Source: an optimization exercise on an open RTL-to-GDS flow (aim: small area, a short achievable clock period and few clock cycles). Production flows keep margins and buffers that such runs may drop. In this exercise RTL edits were held to simulation tests only and were not proved equivalent to the original. No activity file was given, so power comes from the tool's default toggle rates.

==> flow/design.v <==
`timescale 1ns / 1ps
`default_nettype none
package rcst_pkg;
  localparam logic [1:0] CMD_ADD      = 2'd0;
  localparam logic [1:0] CMD_RETRIEVE = 2'd1;
  localparam logic [1:0] CMD_REMOVE   = 2'd2;
  localparam logic [1:0] CMD_NONE     = 2'd3;
  localparam logic [1:0] ST_OK       = 2'd0;
  localparam logic [1:0] ST_BAD_BYTE = 2'd1;
  localparam logic [1:0] ST_FULL     = 2'd2;
  localparam logic [1:0] ST_EMPTY    = 2'd3;
  localparam logic [7:0] QMARK      = 8'h3f;
  localparam logic [7:0] ASCII_LO   = 8'd32;
  localparam logic [7:0] ASCII_END  = 8'd127;
  localparam logic [7:0] REF_OFFSET = 8'd95;
  localparam logic [15:0] CNT_MAX   = 16'hffff;
  typedef struct packed {
    logic [1:0]  cmd;
    logic [31:0] seq_bytes;
    logic [7:0]  ref_in;
  } req_t;
  typedef struct packed {
    logic [7:0]  ref_out;
    logic [31:0] bytes_out;
    logic [1:0]  status;
  } rsp_t;
  typedef enum logic [1:0] {
    KIND_IMM,
    KIND_ADD,
    KIND_RETRIEVE,
    KIND_REMOVE
  } kind_t;
  typedef struct packed {
    kind_t       kind;
    logic [7:0]  slot;
    logic [31:0] seq;
    rsp_t        rsp;
  } item_t;
  typedef struct packed {
    logic [31:0] bytes;
    logic [15:0] cnt;
  } ent_t;
  localparam int ITEM_W = 84;
  localparam int ENT_W  = 48;
  typedef enum logic [2:0] {
    BK_IDLE,
    BK_EXEC,
    BK_SCAN,
    BK_SCAN_END,
    BK_COMMIT,
    BK_LOOKUP
  } bk_state_t;
  function automatic logic [31:0] normalize(input logic [31:0] b);
    logic [31:0] o;
    logic        live;
    o    = '0;
    live = 1'b1;
    for (int i = 0; i < 4; i++) begin
      if (b[8*i +: 8] == 8'd0) live = 1'b0;
      if (live) o[8*i +: 8] = b[8*i +: 8];
    end
    normalize = o;
  endfunction
  function automatic logic [7:0] slot_to_ref(input logic [7:0] s);
    slot_to_ref = (s < ASCII_LO) ? s : s + REF_OFFSET;
  endfunction
endpackage
`default_nettype wire
`timescale 1ns / 1ps
`default_nettype none
module refcounted_symbol_table #(
  parameter int NUM_SLOTS = 64
) (
  input  logic           clk,
  input  logic           rst,
  input  logic           start,
  output logic           busy,
  input  logic [1:0]     req_cmd,
  input  logic [31:0]    req_seq_bytes,
  input  logic [7:0]     req_ref_in,
  output logic           done,
  output logic [7:0]     rsp_ref_out,
  output logic [31:0]    rsp_bytes_out,
  output logic [1:0]     rsp_status
);
  localparam int N = 64;
  localparam logic [1:0] K_IMM = 2'd0;
  localparam logic [1:0] K_ADD = 2'd1;
  localparam logic [1:0] K_RET = 2'd2;
  localparam logic [1:0] K_REM = 2'd3;
  assign busy = 1'b0;
  logic [1:0]  c_kind;
  logic [31:0] c_seq;     
  logic [7:0]  c_ref;     
  logic [1:0]  c_st;      
  logic [7:0]  rin;
  logic        r_byp, r_lo, r_hi;
  always_comb begin
    rin    = req_ref_in;
    r_byp  = (rin >= 8'd32) && (rin < 8'd127);
    r_lo   = (rin < 8'd32);
    r_hi   = (rin >= 8'd127) && (rin < 8'd159);
    c_kind = K_IMM;
    c_seq  = '0;
    c_ref  = '0;
    c_st   = rcst_pkg::ST_OK;
    unique case (req_cmd)
      rcst_pkg::CMD_ADD: begin
        if (req_seq_bytes[7:0] < 8'd32) begin
          c_ref = rcst_pkg::QMARK;
          c_st  = rcst_pkg::ST_BAD_BYTE;
        end else if (req_seq_bytes[7:0] < 8'd127) begin
          c_ref = req_seq_bytes[7:0];
        end else begin
          c_kind = K_ADD;
          c_seq  = rcst_pkg::normalize(req_seq_bytes);
        end
      end
      rcst_pkg::CMD_RETRIEVE, rcst_pkg::CMD_REMOVE: begin
        c_ref = r_lo ? rin : rin - 8'd95;
        if (r_byp) begin
          if (req_cmd == rcst_pkg::CMD_RETRIEVE) c_seq = {24'd0, rin};
        end else if (!(r_lo || r_hi)) begin
          c_st = rcst_pkg::ST_EMPTY;
          if (req_cmd == rcst_pkg::CMD_RETRIEVE) c_seq = {24'd0, rcst_pkg::QMARK};
        end else begin
          c_kind = (req_cmd == rcst_pkg::CMD_RETRIEVE) ? K_RET : K_REM;
        end
        if (c_kind == K_IMM) c_ref = '0;
      end
      default: ;
    endcase
  end
  logic        v1;
  logic [1:0]  k1;
  logic [31:0] s1;
  logic [7:0]  r1;
  logic [1:0]  st1;
  always_ff @(posedge clk) begin
    if (rst) v1 <= 1'b0;
    else     v1 <= start;
    k1  <= c_kind;
    s1  <= c_seq;
    r1  <= c_ref;
    st1 <= c_st;
  end
  logic [31:0] sym [N];
  logic [15:0] cnt [N];
  logic [N-1:0] nz;       
  wire is_add = v1 && (k1 == K_ADD);
  wire is_ret = (k1 == K_RET);
  wire is_rem = v1 && (k1 == K_REM);
  wire is_rr  = k1[1];
  logic [N-1:0] match, free, ff, dec, sel, wc, ws;
  logic         hit, anyf;
  always_comb begin
    for (int i = 0; i < N; i++) begin
      match[i] = (sym[i] == s1);
      dec[i]   = (r1[5:0] == 6'(i));
      free[i]  = ~nz[i];
    end
    hit  = |match;
    anyf = |free;
  end
  logic [N-1:0] pre;    
  always_comb begin
    pre[0] = 1'b0;
    for (int i = 1; i < N; i++) pre[i] = pre[i-1] | free[i-1];
    ff = free & ~pre;
  end
  always_comb begin
    for (int i = 0; i < N; i++) sel[i] = (k1 == K_ADD) ? match[i] : dec[i];
  end
  logic [15:0] rd;
  logic [31:0] rsym;
  logic        rnz;
  always_comb begin
    rd   = '0;
    rsym = '0;
    rnz  = 1'b0;
    for (int i = 0; i < N; i++) begin
      rd   = rd   | (cnt[i] & {16{sel[i]}});
      rsym = rsym | (sym[i] & {32{dec[i]}});
      rnz  = rnz  | (nz[i] & dec[i]);
    end
  end
  logic [15:0] ncnt;
  logic        nnz;
  always_comb begin
    if (k1 == K_ADD) ncnt = (rd == 16'hffff) ? rd : rd + 16'd1;
    else             ncnt = rd - 16'd1;
    nnz = (k1 == K_ADD) | (|rd[15:1]);
  end
  always_comb begin
    for (int i = 0; i < N; i++) begin
      wc[i] = (is_add & (hit ? match[i] : ff[i])) | (is_rem & dec[i] & nz[i]);
      ws[i] = is_add & ~hit & ff[i];
    end
  end
  always_ff @(posedge clk) begin
    for (int i = 0; i < N; i++) begin
      if (wc[i]) cnt[i] <= ncnt;
      if (ws[i]) sym[i] <= s1;
    end
    if (rst) begin
      nz <= '0;
      for (int i = 0; i < N; i++) begin
        sym[i][7] <= 1'b0;
        sym[i][0] <= 1'b0;
      end
    end else begin
      for (int i = 0; i < N; i++) if (wc[i]) nz[i] <= nnz;
    end
  end
  logic [5:0]  enc_m, enc_f, idx;
  always_comb begin
    enc_m = '0;
    enc_f = '0;
    for (int i = 0; i < N; i++) begin
      if (match[i]) enc_m = enc_m | 6'(i);
      if (ff[i])    enc_f = enc_f | 6'(i);
    end
    idx = hit ? enc_m : enc_f;
  end
  logic [7:0]  o_ref;
  logic [31:0] o_bytes;
  logic [1:0]  o_st;
  always_comb begin
    o_ref   = r1;
    o_bytes = s1;
    o_st    = st1;
    if (k1 == K_ADD) begin
      o_bytes = '0;
      if (hit || anyf) begin
        o_ref = idx[5] ? {2'b0, idx} + 8'd95 : {2'b0, idx};
        o_st  = rcst_pkg::ST_OK;
      end else begin
        o_ref = rcst_pkg::QMARK;
        o_st  = rcst_pkg::ST_FULL;
      end
    end else if (is_rr) begin
      o_ref   = '0;
      o_bytes = (is_ret && rnz) ? rsym : (is_ret ? {24'd0, rcst_pkg::QMARK} : 32'd0);
      o_st    = rnz ? rcst_pkg::ST_OK : rcst_pkg::ST_EMPTY;
    end
  end
  always_ff @(posedge clk) begin
    if (rst) done <= 1'b0;
    else     done <= v1;
    rsp_ref_out   <= o_ref;
    rsp_bytes_out <= o_bytes;
    rsp_status    <= o_st;
  end
endmodule
`default_nettype wire
==> flow/run.sh <==
#!/bin/bash
# synth_recipe.tcl (not shown) runs the flow's synth.tcl, then flattens the netlist and writes it again
# the make line also repeats each setting of config.mk as NAME=value (left out here)
make -C /OpenROAD-flow-scripts/flow DESIGN_CONFIG=/design/flow/config.mk WORK_HOME=/design/flow/orfs CLKGATE_MAP_FILE= SYNTH_SCRIPT=/design/flow/synth_recipe.tcl finish
==> flow/config.mk <==
export PLATFORM = sky130hd
export DESIGN_NAME = refcounted_symbol_table
export DESIGN_NICKNAME = refcounted_symbol_table
export VERILOG_FILES = /design/flow/design.v
export SDC_FILE = /design/flow/constraint.sdc
export NUM_CORES = 4
export LEC_CHECK = 0
export CAP_MARGIN = 20
export CORE_MARGIN = 2
export CORE_UTILIZATION = 40
export SLEW_MARGIN = 20
==> flow/constraint.sdc <==
create_clock -name core_clock -period 10.0 [get_ports {clk}]
set_input_delay 2.0000 -clock core_clock [delete_from_list [all_inputs] [get_ports {clk}]]
set_output_delay 2.0000 -clock core_clock [all_outputs]
set_load 0.01 [all_outputs]
==> impl_metrics.py, run 1 <==
metrics = {
    "outcome": {
        "lastStage": "global routing (5_1_grt)",
        "status": "aborted with a tool error",
        "error_line": "[ERROR GRT-0116] Global routing finished with congestion. Check the congestion regions in the DRC Viewer.",
    },
    "floorplan": {
        "die_w_um": 625.4,
        "num_rows": 228,
        "die_h_um": 625.4,
        "start_util_pct": 40.11,
        "ioPinCount": 89,
    },
    "clock_network": {
        "root_buffer": "clkbuf_16",
        "cts_setup_buffers": 0,
        "clock_path_buffers": 4,
        "cts_resized": 0,
        "cts_num_sinks": 3224,
        "h-tree-depth": 5,
        "cts_hold_buf": 0,
        "numCtsBuffers": 374,
    },
    "yosys": {
        "ys_async_sr_fraction_pct": 0,
        "synth_cell_type_count": 103,
        "yosysWarnings": 3,
        "synth.avg_cell_area_um2": 12.83,
        "synth_edf_count": 2944,
        "synth_cells": 12040,
        "yosys-top-cells-area": "edfxtp_1 57%, xnor2_1 12%, a22oi_1 6.4%",
        "synth_seq_area_share_pct": 60.86,
        "synth_top_area_share_pct": 57.23,
        "ys_ff_latch": 3224,
        "syn_area_um2": 154500,
        "synthFlopType": "edfxtp_1",
        "yosys.area_share.adder_pct": 0.06480,
        "synth_top_family_by_area": "compound AO/OA/AOI/OAI gates",
        "synth_mux_area_share_pct": 1.156,
        "synth-xor-area-share_pct": 11.73,
        "netlist.top_cell.by_area": "edfxtp_1",
        "synth-compound-area-share_pct": 11.81,
        "yosys.area_share.simple_pct": 11.27,
    },
    "grt": {
        "grt.overflow.total": 3898,
        "grt_pass1_wl_um": 2116000,
        "grt_pass1_vias": 169700,
        "grt_use_total_pct": 81.10,
        "grt_max_degree": 135,
    },
    "placement": {
        "dp_hpwl_um": 1027000,
        "pre_cts_ws_ns": 1.866,
        "port_buffers": 87,
        "gp_congestion": 1.381,
    },
}
[logic make-up after synthesis]
logic type	after synthesis
xor gates and xnor gates	2069
DFF	3224
buffers and inverters	933
other	1
and+or+nand+nor	3258
AOI/OAI and AO/OA	2368
muxes	175
adders and majority gates	8
[Yosys cell counts (157+ instances only)]
| cell | instances |
|---|---|
| nor2_1 | 436 |
| nand2_1 | 764 |
| nand3_1 | 187 |
| a22oi_1 | 1307 |
| clkbuf_1 | 376 |
| edfxtp_1 | 2944 |
| nor3_1 | 218 |
| dfxtp_1 | 280 |
| nor4_1 | 223 |
| nand4_1 | 911 |
| and3_1 | 167 |
| xnor2_1 | 2030 |
| mux2i_1 | 157 |
[through the flow]
stage | instances | cell area [um^2]
floorplan | 12040 | 154500
global placement | 17300 | 167400
detailed placement | 17320 | 167900
CTS | 18020 | 180600
[per-layer routing]
metal  global-route usage [%]  overflow
met5                    49.99        19
met4                    78.26      1228
met3                    71.96       164
met2                    91.43      2317
met1                    82.03       170
[power by group through the flow]
stage                     sequential, mW  clock [mW]  combinational (mW)
after CTS                           15.3        14.5                2.81
after detailed placement            15.6           0                2.81
after global placement              15.6           0                2.80
after floorplan                     15.5           0                1.14
[how the worst min path moves through the flow]
stage,start,end,slack [ns],cells after the start
4_1_cts,sym[36][7],sym[36][7],0.55,2
3_3_place_gp,sym[22][0],sym[22][0],0.53,2
3_5_place_dp,sym[27][0],sym[27][0],0.54,2
2_1_floorplan,st1[0],rsp_status[0],0.40,2
Testbench counts, summed over its fixed seeds: cycles 6,416.
==> run 2: changes to the inputs <==
--- a/flow/design.v
+++ b/flow/design.v
@@ -138,2 +138,6 @@
   logic [1:0]  st1;
+  logic [31:0] sym [N];
+  logic [15:0] cnt [N];
+  logic        f2;          
+  logic [N-1:0] w2;         
   always_ff @(posedge clk) begin
@@ -146,10 +150,25 @@
   end
-  logic [31:0] sym [N];
-  logic [15:0] cnt [N];
+  logic [N-1:0] mb;
+  logic         vb, sameb;
+  logic [1:0]   kb;
+  logic [31:0]  sb;
+  logic [7:0]   rb;
+  logic [1:0]   stb;
+  always_ff @(posedge clk) begin
+    for (int i = 0; i < N; i++) mb[i] <= (sym[i] == s1);
+    sameb <= (s1 == sb);
+    if (rst) vb <= 1'b0;
+    else     vb <= v1;
+    kb  <= k1;
+    sb  <= s1;
+    rb  <= r1;
+    stb <= st1;
+  end
   logic [N-1:0] nz;       
-  wire is_add = v1 && (k1 == K_ADD);
-  wire is_ret = (k1 == K_RET);
-  wire is_rem = v1 && (k1 == K_REM);
-  wire is_rr  = k1[1];
-  logic [N-1:0] match, free, ff, dec, sel, wc, ws;
+  logic [N-1:0] one;      
+  wire is_add = vb && (kb == K_ADD);
+  wire is_ret = (kb == K_RET);
+  wire is_rem = vb && (kb == K_REM);
+  wire is_rr  = kb[1];
+  logic [N-1:0] match, free, ff, dec, ws;
   logic         hit, anyf;
@@ -157,5 +176,6 @@
     for (int i = 0; i < N; i++) begin
-      match[i] = (sym[i] == s1);
-      dec[i]   = (r1[5:0] == 6'(i));
+      match[i] = (f2 & w2[i]) ? sameb : mb[i];
+      dec[i]   = (rb[5:0] == 6'(i));
       free[i]  = ~nz[i];
+      one[i]   = (cnt[i] == 16'd1);
     end
@@ -170,38 +190,57 @@
   end
-  always_comb begin
-    for (int i = 0; i < N; i++) sel[i] = (k1 == K_ADD) ? match[i] : dec[i];
-  end
-  logic [15:0] rd;
   logic [31:0] rsym;
-  logic        rnz;
-  always_comb begin
-    rd   = '0;
+  logic        rnz, rone;
+  always_comb begin
     rsym = '0;
     rnz  = 1'b0;
-    for (int i = 0; i < N; i++) begin
-      rd   = rd   | (cnt[i] & {16{sel[i]}});
+    rone = 1'b0;
+    for (int i = 0; i < N; i++) begin
       rsym = rsym | (sym[i] & {32{dec[i]}});
       rnz  = rnz  | (nz[i] & dec[i]);
-    end
-  end
-  logic [15:0] ncnt;
-  logic        nnz;
-  always_comb begin
-    if (k1 == K_ADD) ncnt = (rd == 16'hffff) ? rd : rd + 16'd1;
-    else             ncnt = rd - 16'd1;
-    nnz = (k1 == K_ADD) | (|rd[15:1]);
-  end
-  always_comb begin
-    for (int i = 0; i < N; i++) begin
-      wc[i] = (is_add & (hit ? match[i] : ff[i])) | (is_rem & dec[i] & nz[i]);
-      ws[i] = is_add & ~hit & ff[i];
-    end
-  end
-  always_ff @(posedge clk) begin
-    for (int i = 0; i < N; i++) begin
-      if (wc[i]) cnt[i] <= ncnt;
-      if (ws[i]) sym[i] <= s1;
-    end
+      rone = rone | (one[i] & dec[i]);
+    end
+  end
+  logic       a2, m2;      
+  logic [N-1:0] tgt;
+  logic [15:0]  rd2, ncnt;
+  logic         n_is1;     
+  always_comb begin
+    rd2 = '0;
+    for (int i = 0; i < N; i++) rd2 = rd2 | (cnt[i] & {16{w2[i]}});
+    if (f2)      ncnt = 16'd1;
+    else if (a2) ncnt = (rd2 == 16'hffff) ? rd2 : rd2 + 16'd1;
+    else         ncnt = rd2 - 16'd1;
+    n_is1 = f2 | (a2 ? (rd2 == 16'd0) : (rd2 == 16'd2));
+  end
+  logic       same2, r_is1;
+  always_comb begin
+    same2 = |(w2 & dec);
+    r_is1 = same2 ? n_is1 : rone;
+  end
+  logic [7:0]  ref_m, ref_f;
+  always_comb begin
+    ref_m = '0;
+    ref_f = '0;
+    for (int i = 0; i < N; i++) begin
+      if (match[i]) ref_m = ref_m | rcst_pkg::slot_to_ref(8'(i));
+      if (ff[i])    ref_f = ref_f | rcst_pkg::slot_to_ref(8'(i));
+    end
+  end
+  always_comb begin
+    for (int i = 0; i < N; i++) begin
+      ws[i]  = is_add & ~hit & ff[i];
+      tgt[i] = (is_add & (hit ? match[i] : ff[i])) | (is_rem & dec[i] & nz[i]);
+    end
+  end
+  always_ff @(posedge clk) begin
+    for (int i = 0; i < N; i++) begin
+      if (ws[i]) sym[i] <= sb;
+      if (w2[i]) cnt[i] <= ncnt;
+    end
+    w2 <= tgt;
+    f2 <= (kb == K_ADD) & ~hit;
     if (rst) begin
       nz <= '0;
+      a2 <= 1'b0;
+      m2 <= 1'b0;
       for (int i = 0; i < N; i++) begin
@@ -211,14 +250,8 @@
     end else begin
-      for (int i = 0; i < N; i++) if (wc[i]) nz[i] <= nnz;
-    end
-  end
-  logic [5:0]  enc_m, enc_f, idx;
-  always_comb begin
-    enc_m = '0;
-    enc_f = '0;
-    for (int i = 0; i < N; i++) begin
-      if (match[i]) enc_m = enc_m | 6'(i);
-      if (ff[i])    enc_f = enc_f | 6'(i);
-    end
-    idx = hit ? enc_m : enc_f;
+      a2 <= is_add & (hit | anyf);
+      m2 <= is_rem & rnz;
+      for (int i = 0; i < N; i++) begin
+        if (tgt[i]) nz[i] <= is_add | ~r_is1;
+      end
+    end
   end
@@ -228,9 +261,9 @@
   always_comb begin
-    o_ref   = r1;
-    o_bytes = s1;
-    o_st    = st1;
-    if (k1 == K_ADD) begin
+    o_ref   = rb;
+    o_bytes = sb;
+    o_st    = stb;
+    if (kb == K_ADD) begin
       o_bytes = '0;
       if (hit || anyf) begin
-        o_ref = idx[5] ? {2'b0, idx} + 8'd95 : {2'b0, idx};
+        o_ref = hit ? ref_m : ref_f;
         o_st  = rcst_pkg::ST_OK;
@@ -248,3 +281,3 @@
     if (rst) done <= 1'b0;
-    else     done <= v1;
+    else     done <= vb;
     rsp_ref_out   <= o_ref;
==> flow/flow/run.sh (new file) <==
#!/bin/bash
# Standard ORFS flow (the standard.sh, standard synthesis unchanged) with:
#  - no extra setup repair after global routing (repair_design still runs there),
#  - sizing not tied to the cell footprint,
#  - buf_4 as the port buffer cell (every port still gets its own buffer),
#  - all 8 CPUs for the tools.
# Each step's full output stays in ORFS's per-step logs under orfs/logs; make's output goes to
# one log per call in this folder.
set -e
bash standard.sh NUM_CORES=8 synth > synth.log 2>&1
bash standard.sh NUM_CORES=8 SETUP_SLACK_MARGIN=6.5 MATCH_CELL_FOOTPRINT=0 \
  "BUFFER_PORTS_ARGS=-buffer_cell sky130_fd_sc_hd__buf_4" cts > layout_cts.log 2>&1
bash standard.sh NUM_CORES=8 SETUP_SLACK_MARGIN=0 MATCH_CELL_FOOTPRINT=0 \
  "BUFFER_PORTS_ARGS=-buffer_cell sky130_fd_sc_hd__buf_4" finish > layout_finish.log 2>&1
==> flow/standard.sh (new file) <==
#!/bin/bash
# synth_recipe.tcl (not shown) runs the flow's synth.tcl, then flattens the netlist and writes it again
# the make line also repeats each setting of config.mk as NAME=value (left out here)
make -C /OpenROAD-flow-scripts/flow DESIGN_CONFIG=/design/flow/config.mk WORK_HOME=/design/flow/orfs CLKGATE_MAP_FILE= SYNTH_SCRIPT=/design/flow/synth_recipe.tcl "${@:-finish}"
--- a/flow/config.mk
+++ b/flow/config.mk
@@ -8,4 +8,9 @@
 export CAP_MARGIN = 20
+export CELL_PAD_IN_SITES_DETAIL_PLACEMENT = 1
+export CELL_PAD_IN_SITES_GLOBAL_PLACEMENT = 1
 export CORE_MARGIN = 2
-export CORE_UTILIZATION = 40
+export CORE_UTILIZATION = 30
+export PLACE_DENSITY = 0.4
+export SETUP_SLACK_MARGIN = 5
 export SLEW_MARGIN = 20
+export TNS_END_PERCENT = 10
removed: flow/run.sh
==> impl_metrics.py, run 2 <==
metrics = {
    "cells_and_area": {
        "final_common_cell": "edfxtp_1",
        "final_cell_area_um2": 189500,
        "final_cell_mix": "2944 x edfxtp_1, 2049 x xor2_1, 1197 x a22oi_1",
        "fin_util_pct": 37.51,
        "regMostFlops": "sym",
        "stdcell_count": 19890,
        "area_growth_pct": 24.51,
        "post_route_cells_drive_above_1_share_pct": 20.34,
        "largest_register_ffs": 2048,
        "top_regs": "sym (2048), cnt (1024)",
        "nets": 12370,
    },
    "yosys": {
        "synth.avg_cell_area_um2": 13.23,
        "synth_cell_type_count": 79,
        "syn_area_um2": 152200,
        "ys_async_sr_fraction_pct": 0,
        "yosysWarnings": 3,
        "synth.most_common_cell": "edfxtp_1",
        "ys_ff_latch": 3400,
        "synth_top_area_share_pct": 58.09,
        "yosys-top-cells-area": "edfxtp_1 58%, xor2_1 12%, a22oi_1 6.4%",
        "synth_cells": 11500,
        "synthFlopType": "edfxtp_1",
        "ys_top_cells_by_count": "2944 x edfxtp_1, 2084 x xor2_1, 1304 x a22oi_1",
        "synth_edf_count": 2944,
        "synth_seq_area_share_pct": 64.09,
        "netlist.top_cell.by_area": "edfxtp_1",
    },
    "power_and_ir_drop": {
        "p_sw_mw": 9.344,
        "cellPowerDensity_nw_per_um2": 181.4,
        "p_leak_nw": 76.00,
        "swShare_pct": 27.18,
        "p_int_mw": 25.03,
        "seqPwrFrac_pct": 46.0,
        "clockPowerShare_pct": 46.4,
        "power_mw": 34.38,
        "pwr-share-comb_pct": 7.6,
        "ir_worst_vdd_uv": 163.1,
    },
    "worst_setup_path": {
        "cp_data_arrival_time_ns": 6.12,
        "slowest_delay_ns": 1.06,
        "crit_path_end_kind": "flop",
        "crit_family": "simple AND/OR/NAND/NOR gates",
        "cp_cell_sequence": "buf_12, nand4_1, buf_4, buf_4, nor2_4, buf_4, a22oi_1, nand2_1, nor4_1, buf_4, nand4_1, nand3_1, a21oi_1",
        "slowest_stage": "a22oi_1",
        "timing_worst_setup_path_type": "reg -> reg",
        "cp_max_fo": 16,
        "critPathLaunchType": "flop",
        "cp_common_cell": "buf_4",
        "worstPathRequired_ns": 10.92,
        "cp.buffers_inverters": 5,
    },
    "timing": {
        "setup_viol": 0,
        "worstMarginPinSlew_ns": 1.719,
        "tns_ns": 0,
        "period_share_pct": 52.03,
        "skew_ns": 0.1055,
        "layout_setup_ws_ns": 4.797,
        "period_minus_slack_ns": 5.203,
        "max_freq_mhz": 192.2,
        "slew_viol_final": 88,
        "hold_viol": 0,
        "rsz0062_at_grt": "false",
        "holdWs_ns": 0.3280,
        "slew_headroom_pct": -14.61,
    },
    "clock_network": {
        "clock_path_buffers": 4,
        "h-tree-depth": 5,
        "cts.clk_slew.worst_paths_ns": 0.06,
        "root_buffer": "clkbuf_16",
        "worstSkewPairLatency_ns": 1.14,
        "cts_num_sinks": 3400,
        "numCtsBuffers": 414,
        "cts_tree": "yes",
    },
    "grt": {
        "grt_max_degree": 72,
        "grt.overflow.total": 0,
        "grt_pass1_wl_um": 1760000,
        "grt_use_total_pct": 55.72,
        "grt_pass1_vias": 126000,
        "antenna_found_initial": 359,
    },
    "hold_path": {
        "min-delay-path-class": "reg -> reg",
    },
    "routing": {
        "firstDrtPassIters": 7,
        "num_vias": 144500,
        "wl_um": 1472000,
        "drtIter0Drc": 29440,
        "wire_per_inst_um": 73.98,
        "drc": 0,
        "ant_nets": 0,
        "avgViaCountPerCell": 7.263,
    },
    "floorplan": {
        "dieArea_um2": 513000,
        "num_rows": 261,
        "ioPinCount": 89,
        "start_util_pct": 30.12,
        "die_h_um": 716.2,
        "coreArea_um2": 505200,
        "die_w_um": 716.2,
    },
    "job": {
        "drv_cap": 4,
    },
    "outcome": {
        "status": "failed layout checks",
        "violations": "capacitance limit, slew limit",
    },
    "placement": {
        "port_buffers": 87,
        "place_area_um2": 167800,
        "dp_hpwl_um": 1077000,
        "pre_cts_ws_ns": 3.371,
        "gp_congestion": 1.156,
        "dp.cells": 18310,
    },
}
run 2: cell types whose count changed after synthesis, moves of 118 or more:
| cell | delta |
|---|---|
| nor4_1 | +589 |
| clkbuf_1 | +226 |
| xor2_1 | +2045 |
| and3_1 | -118 |
| nand4_1 | -531 |
| xnor2_1 | -2022 |
| dfxtp_1 | +176 |
| buf_4 | -142 |
run 2: logic make-up after synthesis:
logic type	count (synthesis)	synth area share, %
simple gates	3061	10.89
compound gates	1970	9.691
xor+xnor	2092	12.04
other cells	1	0.002464
buf+inv	777	1.958
flops	3400	64.09
mux	193	1.276
fa+ha+maj	7	0.05755
run 2: power groups by stage:
stage | Sequential, mW | Combinational, mW | Clock (mW)
floorplan | 16.0 | 0.783 | 0
global placement | 16.1 | 2.24 | 0
detailed placement | 16.1 | 2.25 | 0
CTS | 15.8 | 2.41 | 15.8
global route | 15.8 | 2.51 | 16.3
finish | 15.8 | 2.63 | 16.0
run 2: cell type report:
class / count / area (um^2)
Antenna cell: 524 / 1311
Clock buffer: 537 / 11100
Clock inverter: 224 / 2577
Fill cell: 51750 / 315700
Inverter: 50 / 217.7
Multi-Input combinational cell: 7330 / 56430
Sequential cell: 3400 / 98070
Tap cell: 6706 / 8391
Timing Repair Buffer: 1118 / 11360
Timing Repair inverter: 2 / 25.02
run 2: repair_timing:
| action | 4_1_cts | 5_1_grt |
|---|---|---|
| setup endpoints to repair | 3339 | 0 |
| hold endpoints to repair | 0 | 0 |
| setup buffers | 251 | 0 |
| hold buffers | 0 | 0 |
| gates resized for setup | 698 | 0 |
run 2: worst register-to-register path, delay by kind of cell (launching register included):
family / cells / cell delay (ns)
AOI/OAI and AO/OA: 2 / 1.28
buffers and inverters: 5 / 0.98
DFF: 1 / 0.38
and+or+nand+nor: 6 / 2.36
run 2: final timing paths:
| kind | start | slack, ns | cells past startpoint | to |
|---|---|---|---|---|
| worst min-delay path | r1[6] | 0.33 | 0 | rb[6] |
| worst min register to register | r1[6] | 0.33 | 0 | rb[6] |
| worst max register to register | rb[0] | 4.80 | 13 | rsp_bytes_out[19] |
| worst max-delay path | rb[0] | 4.80 | 13 | rsp_bytes_out[19] |
run 2: metal layers:
metal	track usage, %	routed length [um]	vias to the layer above
li1	-	-	46930
met1	59.08	479200	75870
met2	77.55	584700	16210
met3	25.38	196400	5390
met4	61.71	210200	70
met5	2.036	1087	-
Testbench counts of run 2, summed over its fixed seeds: cycles 6,424.
==> run 3: changes to the inputs <==
==> flow/flow/run.sh (replaced) <==
#!/bin/bash
# Standard ORFS flow (the standard.sh, standard synthesis unchanged) with:
#  - sizing not tied to the cell footprint,
#  - buf_4 as the port buffer cell (every port still gets its own buffer),
#  - all 8 CPUs for the tools.
# Each step's full output stays in ORFS's per-step logs under orfs/logs; make's output goes to
# one log per call in this folder.
set -e
bash standard.sh NUM_CORES=8 synth > synth.log 2>&1
bash standard.sh NUM_CORES=8 SETUP_SLACK_MARGIN=6.5 MATCH_CELL_FOOTPRINT=0 \
  "BUFFER_PORTS_ARGS=-buffer_cell sky130_fd_sc_hd__buf_4" finish > layout.log 2>&1
--- a/flow/config.mk
+++ b/flow/config.mk
@@ -7,3 +7,3 @@
 export LEC_CHECK = 0
-export CAP_MARGIN = 20
+export CAP_MARGIN = 40
 export CELL_PAD_IN_SITES_DETAIL_PLACEMENT = 1
@@ -14,3 +14,3 @@
 export SETUP_SLACK_MARGIN = 5
-export SLEW_MARGIN = 20
+export SLEW_MARGIN = 40
 export TNS_END_PERCENT = 10
==> impl_metrics.py, run 3 <==
metrics = {
    "grt": {
        "grt_use_total_pct": 56.09,
        "antenna_found_initial": 337,
        "grt.overflow.total": 0,
        "grt_max_degree": 72,
        "grt_pass1_wl_um": 1773000,
        "grt_pass1_vias": 127100,
    },
    "worst_setup_path": {
        "reg2reg_depth": 11,
        "timing_worst_setup_path_type": "reg -> reg",
        "ff2ff_setup_slack_ns": 5.51,
        "worstPathRequired_ns": 10.96,
        "cp_max_fo": 33,
        "r2r-end": "rsp_bytes_out[24]",
        "crit_path_end_kind": "flop",
        "r2r_start": "rb[2]",
        "critPathLaunchType": "flop",
        "cp_data_arrival_time_ns": 5.45,
    },
    "yosys": {
        "synth_cell_type_count": 79,
        "synth_top_area_share_pct": 58.09,
        "synth.avg_cell_area_um2": 13.23,
        "syn_area_um2": 152200,
        "ys_async_sr_fraction_pct": 0,
        "ys_ff_latch": 3400,
        "ys_top_cells_by_count": "2944 x edfxtp_1, 2084 x xor2_1, 1304 x a22oi_1",
        "yosys-top-cells-area": "edfxtp_1 58%, xor2_1 12%, a22oi_1 6.4%",
        "yosysWarnings": 3,
        "synth.most_common_cell": "edfxtp_1",
        "synth_edf_count": 2944,
        "synth_seq_area_share_pct": 64.09,
        "synthFlopType": "edfxtp_1",
        "synth_cells": 11500,
        "netlist.top_cell.by_area": "edfxtp_1",
    },
    "cells_and_area": {
        "top_regs": "sym (2048), cnt (1024)",
        "final_cell_mix": "2944 x edfxtp_1, 2020 x xor2_1, 1144 x a22oi_1",
        "final_common_cell": "edfxtp_1",
        "regMostFlops": "sym",
        "nets": 12960,
        "regArea_um2": 98120,
        "filler_cell_count": 51120,
        "fin_util_pct": 39.89,
        "post_route_cells_drive_above_1_share_pct": 26.80,
        "multi_input_area_um2": 59290,
        "largest_register_ffs": 2048,
        "final_cell_area_um2": 201500,
        "area_growth_pct": 32.42,
    },
    "power_and_ir_drop": {
        "p_leak_nw": 81.27,
        "ir_worst_vdd_uv": 164.4,
        "cellPowerDensity_nw_per_um2": 175.7,
        "power_mw": 35.41,
    },
    "floorplan": {
        "start_util_pct": 30.12,
        "die_h_um": 716.2,
        "num_rows": 261,
        "dieArea_um2": 513000,
        "ioPinCount": 89,
        "die_w_um": 716.2,
        "coreArea_um2": 505200,
    },
    "placement": {
        "pre_cts_ws_ns": 3.303,
        "port_buffers": 87,
        "place_area_um2": 170300,
        "gp_congestion": 1.156,
        "dp_hpwl_um": 1082000,
    },
    "timing": {
        "layout_setup_ws_ns": 5.507,
        "max_freq_mhz": 222.6,
        "rsz0062_at_grt": "true",
        "period_share_pct": 44.93,
        "hold_viol": 0,
        "setup_viol": 0,
        "slew_viol_final": 0,
        "worstMarginPinSlew_ns": 1.215,
        "tns_ns": 0,
        "skew_ns": 0.1161,
        "slew_headroom_pct": 19.01,
        "period_minus_slack_ns": 4.493,
    },
    "routing": {
        "firstDrtPassIters": 10,
        "num_vias": 152700,
        "avgViaCountPerCell": 7.474,
        "wl_um": 1539000,
        "ant_nets": 0,
        "drtIter0Drc": 31120,
        "drc": 0,
        "wire_per_inst_um": 75.28,
    },
    "hold_path": {
        "min_path_cells": 0,
        "min_from": "r1[6]",
        "hold_path_end": "rb[6]",
        "min-delay-path-class": "reg -> reg",
    },
    "clock_network": {
        "root_buffer": "clkbuf_16",
        "cts_num_sinks": 3400,
        "cts_tree": "yes",
        "numCtsBuffers": 415,
        "cts.clk_slew.worst_paths_ns": 0.07,
        "worstSkewPairLatency_ns": 1.16,
        "clock_path_buffers": 4,
        "h-tree-depth": 5,
        "cts_hold_buf": 0,
    },
    "outcome": {
        "status": "finished clean",
    },
    "job": {
        "drv_cap": 0,
    },
}
==> run 3: cell counts after synthesis <==
Identical to the previous run, type by type.
==> run 3: cell families after synthesis <==
| logic type | Yosys count | share of synthesized area (%) |
|---|---|---|
| DFF | 3400 | 64.09 |
| and+or+nand+nor | 3061 | 10.89 |
| xor gates and xnor gates | 2092 | 12.04 |
| AOI/OAI and AO/OA | 1970 | 9.691 |
| buffers and inverters | 777 | 1.958 |
| muxes | 193 | 1.276 |
| adders and majority gates | 7 | 0.05755 |
| other | 1 | 0.002464 |
==> run 3: routing by layer <==
metal,track usage (%),vias up,share of wire (%)
li1,-,48080,-
met1,59.37,79940,32
met4,61.20,92,14
met3,26.97,6363,14
met5,2.715,-,0.10
met2,77.45,18270,39
==> run 3: repair_timing <==
item | CTS | global route
cloned | 53 | 86
resized for setup | 734 | 726
buffers inserted | 278 | 344
endpoints found under the setup margin | 3333 | 3322
pin swaps | 127 | 178
==> run 3: area by class of cell <==
| type | instances | area share (%) |
|---|---|---|
| timing repair inverter | 7 | 0.05712 |
| clock buffer | 527 | 5.527 |
| inverter | 50 | 0.1322 |
| tap | 6706 | 4.163 |
| clock inverter | 252 | 1.478 |
| sequential | 3400 | 48.69 |
| timing repair buffer | 1707 | 9.960 |
| multi-input combinational | 7328 | 29.42 |
| antenna | 461 | 0.5724 |
==> run 3: power breakdown <==
part | total, mW | switching, mW | leakage (nW) | internal (mW)
clock network | 16.4 | 7.26 | 6.84 | 9.15
registers | 15.8 | 0.163 | 34.1 | 15.6
logic | 3.23 | 2.40 | 40.4 | 0.833
total | 35.4 | 9.82 | 81.3 | 25.6
==> run 3: critical path: stages, from the launching register on <==
cell and delay [ns]:
dfxtp_4 0.41, buf_12 0.18, nand4b_1 0.21, buf_4 0.20
nor2_4 0.08, buf_12 0.25, a22oi_2 0.79, nand4_1 0.23
nor3_2 0.76, nand4_1 0.74, nand3_1 0.27, a21oi_1 0.09
==> run 3: metrics by stage <==
step	std cells	hold WS, ns
final	20440	0.3273
after detailed placement	18400	0.3157
after global routing	20130	0.3303
after floorplan	11500	0.3096
after global placement	18280	0.3184
after CTS	19510	0.3287
==> run 3: worst max-delay path by stage <==
stage                     depth (start not counted)                end  slack, ns   start
after floorplan                                  10        sym[61][10]       5.83  nz[22]
after global placement                           12         sym[27][7]       3.25      f2
after detailed placement                         12         sym[27][7]       3.30      f2
after CTS                                        13        cnt[30][10]       6.00   w2[4]
after global routing                              7             mb[59]       5.83  s1[18]
final                                            11  rsp_bytes_out[24]       5.51   rb[2]

==> afterwards: timing with drivers on the ports <==
Ports are ideal in the flow. The routed layouts listed here were re-timed in OpenROAD.
Step 1, drivers: a clkbuf_16 drives clk and a buf_2 each remaining input, both assumed.
Step 2, shift: input delay + t, output delay - t, t = (earliest + latest rising clock arrival at the registers) / 2. This alone moves slack from input paths to output paths.
a / b / c = ideal / step 1 / step 2; a / b = the first two.
run | t, ns | setup WS [ns] | latest minus earliest clock arrival (ns) | slew at the worst register clock pin (ns)
run 2 | 1.233 | 4.797 / 4.797 / 4.797 | 0.115 / 0.115 | 0.07 / 0.07
run 3 | 1.248 | 5.507 / 5.507 / 5.507 | 0.123 / 0.123 | 0.08 / 0.08
